Context: an optimization exercise on an open-source flow, tuned for a short achievable clock period and few clock cycles per item. The choices shown serve that exercise and are no tape-out recipe.
Only simulation tests tie the RTL to the original design; equivalence was not proved.
No activity file was given, so power comes from the tool's default toggle rates.

## flow/constraint.sdc

```tcl
create_clock -name core_clock -period 5.6 [get_ports {clk}]
set_input_delay 1.1200 -clock core_clock [delete_from_list [all_inputs] [get_ports {clk}]]
set_output_delay 1.1200 -clock core_clock [all_outputs]
set_load 0.01 [all_outputs]
```

## flow/design.v

```verilog
package mips_isa_pkg;
	localparam int WORD_W     = 32;
	localparam int REG_ADDR_W = 5;
	localparam int OPCODE_W   = 6;
	localparam int FUNCT_W    = 6;
	localparam int IMM_W      = 16;
	localparam int SHAMT_W    = 5;
	typedef logic [WORD_W-1:0]     word_t;
	typedef logic [REG_ADDR_W-1:0] reg_addr_t;
	typedef enum logic [OPCODE_W-1:0] {
		OP_SPECIAL = 6'h00,
		OP_ADDIU   = 6'h09,
		OP_ORI     = 6'h0d,
		OP_LUI     = 6'h0f,
		OP_LW      = 6'h23,
		OP_SW      = 6'h2b
	} opcode_e;
	typedef enum logic [FUNCT_W-1:0] {
		FN_SLL  = 6'h00,
		FN_ADDU = 6'h21,
		FN_SUBU = 6'h23,
		FN_AND  = 6'h24,
		FN_OR   = 6'h25,
		FN_XOR  = 6'h26,
		FN_SLT  = 6'h2a,
		FN_SLTU = 6'h2b
	} funct_e;
	localparam word_t NOP_WORD = '0;
endpackage
package pipe_pkg;
	typedef enum logic [3:0] {
		ALU_ADD,
		ALU_SUB,
		ALU_AND,
		ALU_OR,
		ALU_XOR,
		ALU_SLT,
		ALU_SLTU,
		ALU_SLL,
		ALU_LUI
	} alu_op_e;
	typedef enum logic {
		OPB_REG,
		OPB_IMM
	} opb_src_e;
	typedef enum logic [1:0] {
		FWD_REG,
		FWD_MEM,
		FWD_WB
	} fwd_src_e;
	typedef enum logic {
		WB_ALU,
		WB_LOAD
	} wb_src_e;
endpackage
import mips_isa_pkg::*;
module fetch_stage
#(
	parameter logic [31:0] RESET_PC = 32'hbfc00000
) (
	input  logic  clk,
	input  logic  rst_n,
	input  logic  stall,
	output mips_isa_pkg::word_t fetch_addr,
	output logic  fetch_en,
	input  mips_isa_pkg::word_t inst_rdata,
	output mips_isa_pkg::word_t id_pc,
	output mips_isa_pkg::word_t id_inst
);
	mips_isa_pkg::word_t pc;
	logic  id_valid;
	assign fetch_addr = (stall || !id_valid) ? pc : pc + 32'd4;
	assign fetch_en   = rst_n;
	always_ff @(posedge clk) begin
		if (!rst_n) begin
			pc       <= RESET_PC;
			id_valid <= 1'b0;
		end else begin
			pc       <= fetch_addr;
			id_valid <= 1'b1;
		end
	end
	assign id_pc   = pc;
	assign id_inst = id_valid ? inst_rdata : NOP_WORD;
endmodule
import mips_isa_pkg::*;
import pipe_pkg::*;
module decode_stage
(
	input  logic      clk,
	input  logic      rst_n,
	input  mips_isa_pkg::word_t     id_inst,
	input  mips_isa_pkg::word_t     id_pc,
	input  mips_isa_pkg::word_t     rs_data,
	input  mips_isa_pkg::word_t     rt_data,
	input  mips_isa_pkg::reg_addr_t ex_rw,
	input  logic      ex_load,
	output mips_isa_pkg::reg_addr_t rs_addr,
	output mips_isa_pkg::reg_addr_t rt_addr,
	output logic      stall,
	output pipe_pkg::alu_op_e   d_alu_op,
	output pipe_pkg::opb_src_e  d_opb_src,
	output mips_isa_pkg::word_t     d_imm,
	output mips_isa_pkg::reg_addr_t d_rs,
	output mips_isa_pkg::reg_addr_t d_rt,
	output mips_isa_pkg::reg_addr_t d_rw,
	output logic      d_reg_we,
	output logic      d_load,
	output logic      d_store,
	output mips_isa_pkg::word_t     d_pc,
	output mips_isa_pkg::word_t     d_rs_val,
	output mips_isa_pkg::word_t     d_rt_val
);
	mips_isa_pkg::opcode_e            opcode;
	mips_isa_pkg::funct_e             funct;
	mips_isa_pkg::reg_addr_t          rs_f, rt_f, rd_f;
	logic [IMM_W-1:0]   imm16;
	logic [SHAMT_W-1:0] shamt;
	mips_isa_pkg::word_t              sign_imm, zero_imm, shamt_imm;
	logic               we_raw, load, store, uses_rs, uses_rt, rs_is_rt;
	assign opcode = mips_isa_pkg::opcode_e'(id_inst[31:26]);
	assign funct  = mips_isa_pkg::funct_e'(id_inst[5:0]);
	assign rs_f   = id_inst[25:21];
	assign rt_f   = id_inst[20:16];
	assign rd_f   = id_inst[15:11];
	assign shamt  = id_inst[10:6];
	assign imm16  = id_inst[IMM_W-1:0];
	assign sign_imm  = {{(WORD_W-IMM_W){imm16[IMM_W-1]}}, imm16};
	assign zero_imm  = {{(WORD_W-IMM_W){1'b0}}, imm16};
	assign shamt_imm = {{(WORD_W-SHAMT_W){1'b0}}, shamt};
	always_comb begin
		d_alu_op  = ALU_ADD;
		d_opb_src = OPB_IMM;
		d_imm     = sign_imm;
		d_rw      = rt_f;
		we_raw    = 1'b0;
		load      = 1'b0;
		store     = 1'b0;
		uses_rs   = 1'b1;
		uses_rt   = 1'b0;
		rs_is_rt  = 1'b0;
		case (opcode)
			OP_SPECIAL: begin
				d_opb_src = OPB_REG;
				d_rw      = rd_f;
				we_raw    = 1'b1;
				uses_rt   = 1'b1;
				case (funct)
					FN_ADDU: d_alu_op = ALU_ADD;
					FN_SUBU: d_alu_op = ALU_SUB;
					FN_AND:  d_alu_op = ALU_AND;
					FN_OR:   d_alu_op = ALU_OR;
					FN_XOR:  d_alu_op = ALU_XOR;
					FN_SLT:  d_alu_op = ALU_SLT;
					FN_SLTU: d_alu_op = ALU_SLTU;
					FN_SLL: begin
						d_alu_op  = ALU_SLL;
						d_opb_src = OPB_IMM;
						d_imm     = shamt_imm;
						rs_is_rt  = 1'b1;
						uses_rt   = 1'b0;
					end
					default: begin
						we_raw  = 1'b0;
						uses_rs = 1'b0;
						uses_rt = 1'b0;
					end
				endcase
			end
			OP_ADDIU: we_raw = 1'b1;
			OP_ORI: begin
				d_alu_op = ALU_OR;
				d_imm    = zero_imm;
				we_raw   = 1'b1;
			end
			OP_LUI: begin
				d_alu_op = ALU_LUI;
				d_imm    = zero_imm;
				we_raw   = 1'b1;
				uses_rs  = 1'b0;
			end
			OP_LW: begin
				we_raw = 1'b1;
				load   = 1'b1;
			end
			OP_SW: begin
				store   = 1'b1;
				uses_rt = 1'b1;
			end
			default: uses_rs = 1'b0;
		endcase
	end
	assign rs_addr = rs_is_rt ? rt_f : rs_f;
	assign rt_addr = rt_f;
	assign stall = ex_load && (ex_rw != '0) &&
		((uses_rs && rs_addr == ex_rw) || (uses_rt && rt_addr == ex_rw));
	assign d_reg_we = we_raw && (d_rw != '0) && !stall;
	assign d_load   = load && !stall;
	assign d_store  = store && !stall;
	assign d_rs     = rs_addr;
	assign d_rt     = rt_addr;
	assign d_pc     = id_pc;
	assign d_rs_val = rs_data;
	assign d_rt_val = rt_data;
endmodule
import mips_isa_pkg::*;
module reg_file
(
	input  logic      clk,
	input  logic      rst_n,
	input  mips_isa_pkg::reg_addr_t raddr1,
	input  mips_isa_pkg::reg_addr_t raddr2,
	output mips_isa_pkg::word_t     rdata1,
	output mips_isa_pkg::word_t     rdata2,
	input  logic      we,
	input  mips_isa_pkg::reg_addr_t waddr,
	input  mips_isa_pkg::word_t     wdata
);
	mips_isa_pkg::word_t regs [1:31];
	always_ff @(posedge clk) begin
		if (rst_n && we && waddr != '0)
			regs[waddr] <= wdata;
	end
	assign rdata1 = (raddr1 == '0) ? '0 :
		(we && waddr == raddr1) ? wdata : regs[raddr1];
	assign rdata2 = (raddr2 == '0) ? '0 :
		(we && waddr == raddr2) ? wdata : regs[raddr2];
endmodule
import mips_isa_pkg::*;
import pipe_pkg::*;
module execute_stage
(
	input  logic      clk,
	input  logic      rst_n,
	input  pipe_pkg::alu_op_e   d_alu_op,
	input  pipe_pkg::opb_src_e  d_opb_src,
	input  mips_isa_pkg::word_t     d_imm,
	input  mips_isa_pkg::reg_addr_t d_rs,
	input  mips_isa_pkg::reg_addr_t d_rt,
	input  mips_isa_pkg::reg_addr_t d_rw,
	input  logic      d_reg_we,
	input  logic      d_load,
	input  logic      d_store,
	input  mips_isa_pkg::word_t     d_pc,
	input  mips_isa_pkg::word_t     d_rs_val,
	input  mips_isa_pkg::word_t     d_rt_val,
	input  mips_isa_pkg::reg_addr_t mem_rw,
	input  logic      mem_we,
	input  mips_isa_pkg::word_t     mem_result,
	input  mips_isa_pkg::reg_addr_t wb_rw,
	input  logic      wb_we,
	input  mips_isa_pkg::word_t     wb_data,
	output mips_isa_pkg::reg_addr_t ex_rw,
	output logic      ex_load,
	output mips_isa_pkg::word_t     m_result,
	output mips_isa_pkg::word_t     m_store_data,
	output mips_isa_pkg::reg_addr_t m_rw,
	output logic      m_reg_we,
	output logic      m_load,
	output logic      m_store,
	output mips_isa_pkg::word_t     m_pc
);
	pipe_pkg::alu_op_e   ex_alu_op;
	pipe_pkg::opb_src_e  ex_opb_src;
	mips_isa_pkg::word_t     ex_imm, ex_pc, ex_rs_val, ex_rt_val;
	mips_isa_pkg::reg_addr_t ex_rs, ex_rt;
	logic      ex_reg_we, ex_store;
	pipe_pkg::fwd_src_e  fwd_a, fwd_b;
	mips_isa_pkg::word_t     op_a, rt_val, op_b, alu_y;
	always_comb begin
		if (ex_rs != '0 && mem_we && mem_rw == ex_rs)
			fwd_a = FWD_MEM;
		else if (ex_rs != '0 && wb_we && wb_rw == ex_rs)
			fwd_a = FWD_WB;
		else
			fwd_a = FWD_REG;
	end
	always_comb begin
		if (ex_rt != '0 && mem_we && mem_rw == ex_rt)
			fwd_b = FWD_MEM;
		else if (ex_rt != '0 && wb_we && wb_rw == ex_rt)
			fwd_b = FWD_WB;
		else
			fwd_b = FWD_REG;
	end
	always_comb begin
		case (fwd_a)
			FWD_MEM: op_a = mem_result;
			FWD_WB:  op_a = wb_data;
			default: op_a = ex_rs_val;
		endcase
	end
	always_comb begin
		case (fwd_b)
			FWD_MEM: rt_val = mem_result;
			FWD_WB:  rt_val = wb_data;
			default: rt_val = ex_rt_val;
		endcase
	end
	always_ff @(posedge clk) begin
		if (!rst_n) begin
			ex_reg_we <= 1'b0;
			ex_load   <= 1'b0;
			ex_store  <= 1'b0;
		end else begin
			ex_reg_we <= d_reg_we;
			ex_load   <= d_load;
			ex_store  <= d_store;
		end
	end
	always_ff @(posedge clk) begin
		ex_alu_op  <= d_alu_op;
		ex_opb_src <= d_opb_src;
		ex_imm     <= d_imm;
		ex_rs      <= d_rs;
		ex_rt      <= d_rt;
		ex_rw      <= d_rw;
		ex_pc      <= d_pc;
		ex_rs_val  <= d_rs_val;
		ex_rt_val  <= d_rt_val;
	end
	assign op_b   = (ex_opb_src == OPB_IMM) ? ex_imm : rt_val;
	always_comb begin
		case (ex_alu_op)
			ALU_SUB:  alu_y = op_a - op_b;
			ALU_AND:  alu_y = op_a & op_b;
			ALU_OR:   alu_y = op_a | op_b;
			ALU_XOR:  alu_y = op_a ^ op_b;
			ALU_SLT:  alu_y = {{(WORD_W-1){1'b0}}, $signed(op_a) < $signed(op_b)};
			ALU_SLTU: alu_y = {{(WORD_W-1){1'b0}}, op_a < op_b};
			ALU_SLL:  alu_y = op_a << op_b[SHAMT_W-1:0];
			ALU_LUI:  alu_y = {op_b[IMM_W-1:0], {(WORD_W-IMM_W){1'b0}}};
			default:  alu_y = op_a + op_b;
		endcase
	end
	always_ff @(posedge clk) begin
		if (!rst_n) begin
			m_reg_we <= 1'b0;
			m_load   <= 1'b0;
			m_store  <= 1'b0;
		end else begin
			m_reg_we <= ex_reg_we;
			m_load   <= ex_load;
			m_store  <= ex_store;
		end
	end
	always_ff @(posedge clk) begin
		m_result     <= alu_y;
		m_store_data <= rt_val;
		m_rw         <= ex_rw;
		m_pc         <= ex_pc;
	end
endmodule
import mips_isa_pkg::*;
import pipe_pkg::*;
module mem_wb_stage
(
	input  logic       clk,
	input  logic       rst_n,
	input  mips_isa_pkg::word_t      m_result,
	input  mips_isa_pkg::word_t      m_store_data,
	input  mips_isa_pkg::reg_addr_t  m_rw,
	input  logic       m_reg_we,
	input  logic       m_load,
	input  logic       m_store,
	input  mips_isa_pkg::word_t      m_pc,
	output logic       data_sram_en,
	output logic [3:0] data_sram_wen,
	output mips_isa_pkg::word_t      data_sram_addr,
	output mips_isa_pkg::word_t      data_sram_wdata,
	input  mips_isa_pkg::word_t      data_sram_rdata,
	output mips_isa_pkg::reg_addr_t  mem_rw,
	output logic       mem_we,
	output mips_isa_pkg::word_t      mem_result,
	output mips_isa_pkg::reg_addr_t  wb_rw,
	output logic       wb_we,
	output mips_isa_pkg::word_t      wb_data,
	output mips_isa_pkg::word_t      debug_wb_pc
);
	pipe_pkg::wb_src_e wb_src;
	mips_isa_pkg::word_t   wb_alu;
	assign data_sram_en    = m_load | m_store;
	assign data_sram_wen   = {4{m_store}};
	assign data_sram_addr  = m_result;
	assign data_sram_wdata = m_store_data;
	assign mem_rw     = m_rw;
	assign mem_we     = m_reg_we;
	assign mem_result = m_result;
	always_ff @(posedge clk) begin
		if (!rst_n) begin
			wb_we  <= 1'b0;
			wb_src <= WB_ALU;
		end else begin
			wb_we  <= m_reg_we;
			wb_src <= m_load ? WB_LOAD : WB_ALU;
		end
	end
	always_ff @(posedge clk) begin
		wb_rw       <= m_rw;
		wb_alu      <= m_result;
		debug_wb_pc <= m_pc;
	end
	assign wb_data = (wb_src == WB_LOAD) ? data_sram_rdata : wb_alu;
endmodule
import mips_isa_pkg::*;
module mycpu_top
#(
	parameter logic [31:0] RESET_PC = 32'hbfc00000
) (
	input  logic      clk,
	input  logic      rst_n,
	output logic      inst_sram_en,
	output mips_isa_pkg::word_t     inst_sram_addr,
	input  mips_isa_pkg::word_t     inst_sram_rdata,
	output logic      data_sram_en,
	output logic [3:0] data_sram_wen,
	output mips_isa_pkg::word_t     data_sram_addr,
	output mips_isa_pkg::word_t     data_sram_wdata,
	input  mips_isa_pkg::word_t     data_sram_rdata,
	output mips_isa_pkg::word_t     debug_wb_pc,
	output logic [3:0] debug_wb_rf_wen,
	output mips_isa_pkg::reg_addr_t debug_wb_rf_wnum,
	output mips_isa_pkg::word_t     debug_wb_rf_wdata
);
	mips_isa_pkg::word_t     id_pc, id_inst;
	logic      stall;
	mips_isa_pkg::reg_addr_t rs_addr, rt_addr;
	mips_isa_pkg::word_t     rs_data, rt_data;
	pipe_pkg::alu_op_e  d_alu_op;
	pipe_pkg::opb_src_e d_opb_src;
	mips_isa_pkg::word_t     d_imm, d_pc, d_rs_val, d_rt_val;
	mips_isa_pkg::reg_addr_t d_rs, d_rt, d_rw;
	logic      d_reg_we, d_load, d_store;
	mips_isa_pkg::reg_addr_t ex_rw;
	logic      ex_load;
	mips_isa_pkg::word_t     m_result, m_store_data, m_pc;
	mips_isa_pkg::reg_addr_t m_rw;
	logic      m_reg_we, m_load, m_store;
	mips_isa_pkg::reg_addr_t mem_rw, wb_rw;
	logic      mem_we, wb_we;
	mips_isa_pkg::word_t     mem_result, wb_data;
	fetch_stage #(.RESET_PC(RESET_PC)) u_fetch (
		.clk(clk), .rst_n(rst_n), .stall(stall),
		.fetch_addr(inst_sram_addr), .fetch_en(inst_sram_en),
		.inst_rdata(inst_sram_rdata), .id_pc(id_pc), .id_inst(id_inst)
	);
	decode_stage u_decode (
		.clk(clk), .rst_n(rst_n), .id_inst(id_inst), .id_pc(id_pc),
		.rs_data(rs_data), .rt_data(rt_data), .ex_rw(ex_rw), .ex_load(ex_load),
		.rs_addr(rs_addr), .rt_addr(rt_addr), .stall(stall),
		.d_alu_op(d_alu_op), .d_opb_src(d_opb_src), .d_imm(d_imm),
		.d_rs(d_rs), .d_rt(d_rt), .d_rw(d_rw), .d_reg_we(d_reg_we),
		.d_load(d_load), .d_store(d_store), .d_pc(d_pc),
		.d_rs_val(d_rs_val), .d_rt_val(d_rt_val)
	);
	reg_file u_regs (
		.clk(clk), .rst_n(rst_n),
		.raddr1(rs_addr), .raddr2(rt_addr), .rdata1(rs_data), .rdata2(rt_data),
		.we(wb_we), .waddr(wb_rw), .wdata(wb_data)
	);
	execute_stage u_execute (
		.clk(clk), .rst_n(rst_n),
		.d_alu_op(d_alu_op), .d_opb_src(d_opb_src), .d_imm(d_imm),
		.d_rs(d_rs), .d_rt(d_rt), .d_rw(d_rw), .d_reg_we(d_reg_we),
		.d_load(d_load), .d_store(d_store), .d_pc(d_pc),
		.d_rs_val(d_rs_val), .d_rt_val(d_rt_val),
		.mem_rw(mem_rw), .mem_we(mem_we), .mem_result(mem_result),
		.wb_rw(wb_rw), .wb_we(wb_we), .wb_data(wb_data),
		.ex_rw(ex_rw), .ex_load(ex_load),
		.m_result(m_result), .m_store_data(m_store_data), .m_rw(m_rw),
		.m_reg_we(m_reg_we), .m_load(m_load), .m_store(m_store), .m_pc(m_pc)
	);
	mem_wb_stage u_mem_wb (
		.clk(clk), .rst_n(rst_n),
		.m_result(m_result), .m_store_data(m_store_data), .m_rw(m_rw),
		.m_reg_we(m_reg_we), .m_load(m_load), .m_store(m_store), .m_pc(m_pc),
		.data_sram_en(data_sram_en), .data_sram_wen(data_sram_wen),
		.data_sram_addr(data_sram_addr), .data_sram_wdata(data_sram_wdata),
		.data_sram_rdata(data_sram_rdata),
		.mem_rw(mem_rw), .mem_we(mem_we), .mem_result(mem_result),
		.wb_rw(wb_rw), .wb_we(wb_we), .wb_data(wb_data), .debug_wb_pc(debug_wb_pc)
	);
	assign debug_wb_rf_wen   = {4{wb_we}};
	assign debug_wb_rf_wnum  = wb_rw;
	assign debug_wb_rf_wdata = wb_data;
endmodule
```

## flow/run.sh

```bash
#!/bin/bash
# synth_recipe.tcl (not shown) runs the flow's synth.tcl, then flattens the netlist and writes it again
# the make line also repeats each setting of config.mk as NAME=value (left out here)
make -C /OpenROAD-flow-scripts/flow DESIGN_CONFIG=/design/flow/config.mk WORK_HOME=/design/flow/orfs CLKGATE_MAP_FILE= SYNTH_SCRIPT=/design/flow/synth_recipe.tcl finish
```

## flow/config.mk

```make
export PLATFORM = sky130hd
export DESIGN_NAME = mycpu_top
export DESIGN_NICKNAME = mycpu_top
export VERILOG_FILES = /design/flow/design.v
export SDC_FILE = /design/flow/constraint.sdc
export NUM_CORES = 4
export LEC_CHECK = 0
export CAP_MARGIN = 20
export CORE_MARGIN = 2
export CORE_UTILIZATION = 40
export SLEW_MARGIN = 20
```

==> results.txt <==
# TYPE chip_impl_metric gauge
chip_impl_metric{name="synth_compound_gate_area_share",unit="%"} 14.75
chip_impl_metric{name="final_net_count",unit=""} 7158
chip_impl_metric{name="yosys_warnings",unit=""} 5
chip_impl_info{name="critical_path.most_common_cell",value="buf_4"} 1
chip_impl_metric{name="post_drt_via_cell_ratio",unit=""} 6.361
chip_impl_metric{name="power.leakage",unit="nW"} 29.64
chip_impl_metric{name="post_synth_and_or_nand_nor_area_fraction",unit="%"} 16.78
chip_impl_metric{name="areaGrowthSynthToFinish",unit="%"} 21.00
chip_impl_metric{name="yosys.area.top_type_share",unit="%"} 45.05
chip_impl_info{name="layout.cells.most_common",value="nand2_1"} 1
chip_impl_info{name="cp-end-kind",value="output pin"} 1
chip_impl_metric{name="fin_worst_skew",unit="ps"} 53.70
chip_impl_metric{name="timing.reg2reg.worst_path_depth",unit=""} 19
chip_impl_metric{name="route.detailed.drc",unit=""} 0
chip_impl_metric{name="pre_cts_slack",unit="ps"} -635.0
chip_impl_metric{name="die_h",unit="microns"} 410.6
chip_impl_metric{name="worst-r2r-setup-slack",unit="ps"} 210
chip_impl_metric{name="ys_seq_area_share",unit="%"} 55.22
chip_impl_metric{name="required",unit="ps"} 4480
chip_impl_metric{name="grt_max_degree",unit=""} 94
chip_impl_metric{name="clock_sinks",unit=""} 1328
chip_impl_metric{name="detailedPlacementHpwl",unit="mm"} 174.6
chip_impl_metric{name="period_minus_slack",unit="ps"} 5456
chip_impl_info{name="netlist.top_cell.by_area",value="edfxtp_1"} 1
chip_impl_info{name="rr_endpoint",value="u_execute.m_result[31]"} 1
chip_impl_metric{name="post_synth.cell_area_avg",unit="sq um"} 10.14
chip_impl_metric{name="syn-cell-area",unit="sq um"} 66130
chip_impl_metric{name="postRouteAntennaNets",unit=""} 0
chip_impl_metric{name="clock_buffer_count_from_cts",unit=""} 150
chip_impl_metric{name="arrival",unit="ps"} 4340
chip_impl_metric{name="max-clock-path-buffers",unit=""} 3
chip_impl_metric{name="worst_slew_slack_as_a_fraction_of_its_limit",unit="%"} 22.42
chip_impl_metric{name="ys_seq_elements",unit=""} 1328
chip_impl_info{name="path_class",value="input pin to output pin"} 1
chip_impl_metric{name="number_of_flops_mapped_to_enable_cells_by_yosys",unit=""} 992
chip_impl_metric{name="worstHoldPathCells",unit=""} 0
chip_impl_metric{name="yosys-mux-area-fraction",unit="%"} 6.443
chip_impl_metric{name="dr.pass1.iters",unit=""} 10
chip_impl_metric{name="max-cap-violations",unit=""} 0
chip_impl_metric{name="detailedRoute.firstIterationViolations",unit=""} 9548
chip_impl_metric{name="floorplan.die_area",unit="sq um"} 168600
chip_impl_metric{name="netlist_instances",unit=""} 6520
chip_impl_metric{name="max_ir_drop_vdd",unit="V"} 0.0002924
chip_impl_info{name="synth.top_cells.by_area",value="edfxtp_1 45%, dfxtp_1 10%, nand2_1 7.7%"} 1
chip_impl_info{name="timing.hold.worst.class",value="register to register"} 1
chip_impl_metric{name="synth_fa_ha_area_share",unit="%"} 1.915
chip_impl_info{name="most-common-layout-cells",value="1,355 x nand2_1, 992 x edfxtp_1, 577 x nand3_1"} 1
chip_impl_metric{name="postLayoutCoreUtil",unit="%"} 48.61
chip_impl_info{name="status",value="timing/DRC/antenna clean"} 1
chip_impl_metric{name="number_of_global_route_vias_before_repair",unit=""} 55820
chip_impl_metric{name="design_area",unit="sq um"} 80010
chip_impl_metric{name="synthDistinctLibCells",unit=""} 92
chip_impl_metric{name="h_tree_depth",unit=""} 4
chip_impl_metric{name="sum_of_routed_wire_length_over_all_layers",unit="mm"} 283.7
chip_impl_metric{name="place.detailed.instances",unit=""} 9016
chip_impl_metric{name="power-per-cell-area",unit="nW/um^2"} 333.1
chip_impl_metric{name="asyncSetResetFlopFracSynth",unit="%"} 0
chip_impl_metric{name="portBuffers",unit=""} 236
chip_impl_metric{name="grt_overflow_total",unit=""} 0
chip_impl_metric{name="maxClockFrequency",unit="MHz"} 183.3
chip_impl_info{name="worstHoldStart",value="u_execute.ex_pc[11]"} 1
chip_impl_info{name="hold_path_end",value="u_execute.m_pc[11]"} 1
chip_impl_metric{name="layoutNonFillerInstCount",unit=""} 9308
chip_impl_metric{name="design.core.area",unit="sq um"} 164600
chip_impl_metric{name="grt_antenna_before_repair",unit=""} 14
chip_impl_metric{name="gr-usage-all-layers",unit="%"} 32.59
chip_impl_info{name="cp_launch_type",value="input pin"} 1
chip_impl_metric{name="synth_area_in_xor_xnor",unit="%"} 0.9801
chip_impl_metric{name="gp_routability_congestion",unit=""} 1.013
chip_impl_metric{name="final-setup-viol-count",unit=""} 0
chip_impl_metric{name="die_x",unit="microns"} 410.6
chip_impl_metric{name="final_min_period_over_clock_period",unit="%"} 97.44
chip_impl_info{name="r2r_start",value="u_execute.ex_rt[1]"} 1
chip_impl_metric{name="crit_fanout",unit=""} 7
chip_impl_info{name="cp_slowest_cell",value="clkdlybuf4s50_1"} 1
chip_impl_metric{name="routed_wire_length_per_instance",unit="microns"} 30.47
chip_impl_metric{name="fin_tns_setup",unit="ps"} 0
chip_impl_metric{name="detailroute.via_count",unit=""} 59210
chip_impl_metric{name="final_hold_viol_count",unit=""} 0
chip_impl_info{name="synth_top_family_by_area",value="simple AND/OR/NAND/NOR gates"} 1
chip_impl_info{name="synth_ff_type",value="edfxtp_1"} 1
chip_impl_metric{name="timing.final.ws_setup",unit="ps"} 143.6
chip_impl_metric{name="floorplan.initialDensity",unit="%"} 40.17
chip_impl_info{name="clock-root-buffer",value="clkbuf_16"} 1
chip_impl_metric{name="report.final.slew_viol_count",unit=""} 0
chip_impl_metric{name="worstSkewPairLatency",unit="ps"} 820
chip_impl_metric{name="grt_first_pass_wirelength",unit="mm"} 400.1
chip_impl_info{name="tritoncts",value="done"} 1
chip_impl_info{name="cp_top_family",value="buffers and inverters"} 1
chip_impl_metric{name="num_rows",unit=""} 149
chip_impl_metric{name="worst_slew_pin_slew",unit="ps"} 1164
chip_impl_info{name="crit_chain",value="clkdlybuf4s50_1, buf_4, a21o_1, nand2_1, a41oi_1, and4b_1, nor3b_2, a41oi_2, o21ai_2, or4_4, buf_4, nor2_1, xnor2_1, dlygate4sd2_1"} 1
chip_impl_metric{name="clk_pin_slew_worst_paths",unit="ps"} 60
chip_impl_metric{name="crit_path_max_incr_delay",unit="ps"} 540
chip_impl_metric{name="cts.hold.buffers_added",unit=""} 0
chip_impl_metric{name="io_pins",unit=""} 241
chip_impl_metric{name="critical_path.n_buffers_inverters",unit=""} 4
chip_impl_metric{name="drive_above_1_share",unit="%"} 16.68
chip_impl_metric{name="post_dp_cell_area",unit="sq um"} 74730
[flip-flops by register name, indices dropped and copies added, names as in the netlist, 4 cells and up]
register	cells
u_execute.m_pc	30
u_fetch.pc	30
u_execute.ex_alu_op	4
u_execute.ex_pc	30
u_execute.m_result	32
u_execute.ex_rs_val	32
u_regs.regs	992
u_execute.m_store_data	32
u_execute.ex_imm	17
u_execute.ex_rt	5
u_execute.m_rw	5
u_execute.ex_rw	5
u_execute.ex_rs	5
u_mem_wb.wb_alu	32
u_execute.ex_rt_val	32
u_mem_wb.wb_rw	5
u_mem_wb.debug_wb_pc	30
[metrics by stage]
stage          total power, mW  hold WS [ps]
2_1_floorplan            13.89         309.6
3_3_place_gp             16.49         309.7
3_5_place_dp             16.51         312.1
4_1_cts                  26.53         322.7
5_1_grt                  27.34         329.0
6_report                 26.65         317.3
[layer usage]
layer | vias to the layer above | part of all wire [%] | global-route usage (%)
li1 | 24990 | - | -
met1 | 28720 | 38 | 43.41
met2 | 4585 | 42 | 47.90
met3 | 906 | 13 | 8.735
met4 | 12 | 6.3 | 18.44
met5 | - | 0.026 | 0
[area by class of cell]
type / count / area [sq um]
Tap cell: 2189 / 2739
Antenna cell: 4 / 10.01
Clock inverter: 89 / 1021
Inverter: 141 / 559.3
Clock buffer: 186 / 4015
Timing Repair Buffer: 840 / 7541
Sequential cell: 1328 / 36520
Fill cell: 14730 / 84600
Multi-Input combinational cell: 4531 / 27610
[worst reg2reg max path, delay by kind of cell, from the launching register on]
family                   cells  cell delay, ps
adder cells (fa/ha/maj)      1             300
AO/OA/AOI/OAI               12            3180
AND/OR/NAND/NOR              2             860
buffers and inverters        3             370
multiplexers                 1             270
flip-flops                   1             340
[cells in the mapped netlist (26+ instances only)]
| master | n |
|---|---|
| buf_1 | 75 |
| mux2_2 | 196 |
| edfxtp_1 | 992 |
| inv_1 | 135 |
| and2_1 | 34 |
| nor3_1 | 48 |
| a221oi_1 | 33 |
| a2111oi_0 | 30 |
| a211oi_1 | 224 |
| o211ai_1 | 26 |
| mux2i_1 | 188 |
| nand3_1 | 578 |
| o221ai_1 | 36 |
| o21ai_0 | 204 |
| xor2_1 | 27 |
| a21oi_1 | 351 |
| ha_1 | 98 |
| clkbuf_1 | 425 |
| and3_1 | 54 |
| a21o_1 | 27 |
| o22ai_1 | 30 |
| nand2_1 | 1361 |
| a311oi_1 | 180 |
| nor4_1 | 31 |
| nor2b_1 | 70 |
| xnor2_1 | 47 |
| nor2_1 | 258 |
| dfxtp_1 | 336 |
| a31oi_1 | 65 |
| a22oi_1 | 83 |
[power by group]
group          internal [mW]  total [mW]  switching (mW)
Clock                   5.88        10.1            4.26
Sequential              11.3        11.5           0.276
Combinational           1.75        4.98            3.24
Total                   18.9        26.7            7.77
[cell families (layout without fill, tap and decap cells)]
family	Yosys count	count (layout)
mux	392	392
flops	1328	1328
other cells	1	8
buf+inv	665	1256
xor+xnor	74	74
fa+ha+maj	100	100
simple gates	2535	2536
compound gates	1425	1425
[what timing repair did]
item | in CTS | in global routing
cloned | 1 | 0
gates resized for setup | 83 | 37
pin swaps | 6 | 10
endpoints found under the setup margin | 31 | 33
buffers inserted | 8 | 3
hold endpoints to repair | 0 | 0
[worst max-delay path by stage]
stage,from,to,slack (ps),cells past startpoint
after detailed placement,inst_sram_rdata[1],inst_sram_addr[28],-630,16
after global routing,inst_sram_rdata[0],inst_sram_addr[20],-30,16
after floorplan,data_sram_rdata[0],u_execute.m_result[30],40,20
final,inst_sram_rdata[0],inst_sram_addr[30],140,14
after global placement,inst_sram_rdata[1],inst_sram_addr[28],-590,16
after CTS,u_execute.ex_rt[1],u_execute.m_result[31],0.4,23
Testbench counts, summed over its fixed seeds: cycles 25,296, instrs 24,504.

## port drivers added, routing unchanged
In the flow no input, the clock included, has a driving cell. The finished layout below was timed again as built, in two steps.
Step 1 sets driving cells, clkbuf_16 on the clock port and buf_2 on the other inputs (assumed; they add their load-dependent delay and slew).
Step 2 moves the port delays by t, midway between the first and last clock arrival at a register: inputs arrive t later, outputs are due t later. That takes back most of the time a late clock gives input paths.
a / b / c = ideal ports / drivers / drivers and shift; a / b = the first two.
t (ns): 0.884
setup WS [ns]: 0.144 / 0.111 / -0.449
worst setup path after step 2: input to register
latest minus earliest clock arrival (ns): 0.060 / 0.060
Met with ideal ports but missed after step 2: setup timing in this run. For this run, drivers alone change the setup slack by -0.033 ns; drivers and shift together by -0.593 ns.
